Source: an optimization exercise on an open RTL-to-GDS flow (aim: small area, a short achievable clock period and few clock cycles). Production flows keep margins and buffers that such runs may drop. Where RTL was checked, it was by simulation tests only, not by an equivalence proof against the original. Power is estimated from default activity; no workload was simulated.

// db_req_top
module db_req_top #(
    parameter int TIMEOUT_CYCLES = 1024,
    parameter int FIFO_DEPTH     = 32
) (
    input  logic                    log_clk,
    input  logic                    log_rst,
    input  logic [15:0]             src_id_i,
    input  logic [15:0]             des_id_i,
    input  logic [15:0]             target_id_i,
    input  logic                    self_check_i,
    input  logic                    nwr_req_i,
    input  logic                    link_initialized_i,
    output logic                    rapidio_ready_o,
    output logic                    nwr_ready_o,
    output logic                    nwr_busy_o,
    output logic                    nwr_ack_done_o,
    output logic                    error_o,
    output srio_req_pkg::err_type_e error_type_o,
    input  logic                    user_tvalid_i,
    output logic                    user_tready_o,
    input  logic [63:0]             user_tdata_i,
    input  logic [7:0]              user_tkeep_i,
    input  logic                    user_tlast_i,
    output logic                    ireq_tvalid_o,
    input  logic                    ireq_tready_i,
    output logic [63:0]             ireq_tdata_o,
    output logic [7:0]              ireq_tkeep_o,
    output logic                    ireq_tlast_o,
    output logic [31:0]             ireq_tuser_o,
    input  logic                    iresp_tvalid_i,
    input  logic [63:0]             iresp_tdata_i,
    input  logic [31:0]             iresp_tuser_i
);
clock: 5.0 ns
lec_check: 0
cap_margin: 20
core_margin: 2
core_utilization: 40
cts_cluster_diameter: 100
cts_cluster_size: 24
setup_slack_margin: 2.0
slew_margin: 20
synth_hierarchical: 1
run.sh (not shown) runs the stock make flow with config.mk's settings and CLKGATE_MAP_FILE= SYNTH_SCRIPT=/design/flow/synth_recipe.tcl, a recipe that flattens the netlist after the stock synthesis.
The starting point finished with timing, DRC and antenna clean.
Testbench counts at the start, summed over its fixed seeds: cycles 25,119.
Then changed:
==> flow/flow/run.sh (new file) <==
#!/bin/bash
# The standard layout (standard.sh), with plain buffers instead of delay
# cells on the ports. Make's output goes to flow_make.log; the ORFS steps keep
# their own logs under orfs/logs.
set -euo pipefail
bash standard.sh "BUFFER_PORTS_ARGS=-buffer_cell sky130_fd_sc_hd__buf_2" finish > flow_make.log 2>&1
==> flow/standard.sh (new file) <==
#!/bin/bash
# synth_recipe.tcl (not shown) runs the flow's synth.tcl, then flattens the netlist and writes it again
# the make line also repeats each setting of config.mk as NAME=value (left out here)
make -C /OpenROAD-flow-scripts/flow DESIGN_CONFIG=/design/flow/config.mk WORK_HOME=/design/flow/orfs CLKGATE_MAP_FILE= SYNTH_SCRIPT=/design/flow/synth_recipe.tcl "${@:-finish}"
removed: flow/run.sh
Fmax falls by a few percent.
Die area is unchanged.
Core utilization shrinks by 0.37 points.
Cell count hardly moves.
Clock skew falls by 0.018 ns.
Design area decreases slightly.

========
Another version of the RTL of db_req_top (not shown whole).
For scale: roughly 4600 cells after synthesis, ~340 I/O pins, roughly 87000 um^2 of cells after synthesis.
==> flow/design.v (excerpt) <==
module db_req_top #(
    parameter int TIMEOUT_CYCLES = 1024,
    parameter int FIFO_DEPTH     = 32
) (
    input  logic                    log_clk,
    input  logic                    log_rst,
    input  logic [15:0]             src_id_i,
    input  logic [15:0]             des_id_i,
    input  logic [15:0]             target_id_i,
    input  logic                    self_check_i,
    input  logic                    nwr_req_i,
    input  logic                    link_initialized_i,
    output logic                    rapidio_ready_o,
    output logic                    nwr_ready_o,
    output logic                    nwr_busy_o,
    output logic                    nwr_ack_done_o,
    output logic                    error_o,
    output srio_req_pkg::err_type_e error_type_o,
    input  logic                    user_tvalid_i,
    output logic                    user_tready_o,
    input  logic [63:0]             user_tdata_i,
    input  logic [7:0]              user_tkeep_i,
    input  logic                    user_tlast_i,
    output logic                    ireq_tvalid_o,
    input  logic                    ireq_tready_i,
    output logic [63:0]             ireq_tdata_o,
    output logic [7:0]              ireq_tkeep_o,
    output logic                    ireq_tlast_o,
    output logic [31:0]             ireq_tuser_o,
    input  logic                    iresp_tvalid_i,
    input  logic [63:0]             iresp_tdata_i,
    input  logic [31:0]             iresp_tuser_i
);
    logic [72:0] h;
    logic        h_valid;
    logic        h_valid_next;
    logic        h_consume;
    logic        rsp_sc;
    logic        rsp_ready;
    logic        rsp_confirm;
    logic        target_sel;
    logic        target_sel_next;
    logic        tmo_sc, tmo_int;
    logic        db, db_sc, db_int, db_bit0, hdr_sel;
    req_ctrl_fsm #(
        .TIMEOUT_CYCLES(TIMEOUT_CYCLES)
    ) u_ctrl (
        .log_clk           (log_clk),
        .log_rst           (log_rst),
        .self_check_i      (self_check_i),
        .nwr_req_i         (nwr_req_i),
  ...
Settings: LEC_CHECK=0, CAP_MARGIN=20, CORE_MARGIN=2, CORE_UTILIZATION=40, SETUP_SLACK_MARGIN=2.0, SLEW_MARGIN=20; clock period 5.0 ns.
Stock flow here: none of the scripts above is used.
==> next run, changes <==
Settings changed: SYNTH_HIERARCHICAL from default to 1.
The changed run passed the timing, design-rule and antenna checks.
Core utilization fell by 0.33 points.
Routed wire length falls by 6.5%.
Non-clock buffer count came out lower by 29.
Sequential power barely changes.
Total power fell by 1.4%.
Critical path depth stays the same.
Hold slack loses 0.11 ns.
Die area stays flat.
No run of this note included a check of the RTL's function; only the layout flow was run.

[port drivers added, routing unchanged]
The results above use ideal ports. As a check the final layouts listed here were re-extracted and re-timed, cells and wires unchanged. Step 1 assumes that a clkbuf_16 drives the clock port and a buf_2 every other input. Step 2 adds t to the input delays and takes it off the output delays; t is the mean of the earliest and latest rising clock arrival at the registers after step 1. Input paths then give back, and output paths get back, about the clock's delay inside the block. Three values: ideal, step 1, step 2; two values: the first two.
run | t, ns | slack for setup (ns) | hold WS [ns] | worst setup path at the end | cell pins on the clock port's net
the first run of note 1 | 0.909 | 1.830 / 1.801 / 1.471 | 0.468 / 0.423 / 0.503 | input to register | 1
the second run of note 1 | 0.894 | 1.747 / 1.707 / 1.396 | 0.098 / 0.028 / 0.494 | input to register | 1
the first run of note 2 | 0.954 | 1.543 / 1.525 / 0.839 | 0.462 / 0.462 / 0.462 | input to register | 1
the second run of note 2 | 0.964 | 1.537 / 1.511 / 1.361 | 0.349 / 0.304 / 0.485 | input to register | 1
After both steps setup and hold are still met in every run listed. The setup slack of the first run of note 2, which loses most, moves by -0.018 ns with the drivers and by -0.704 ns with both steps.
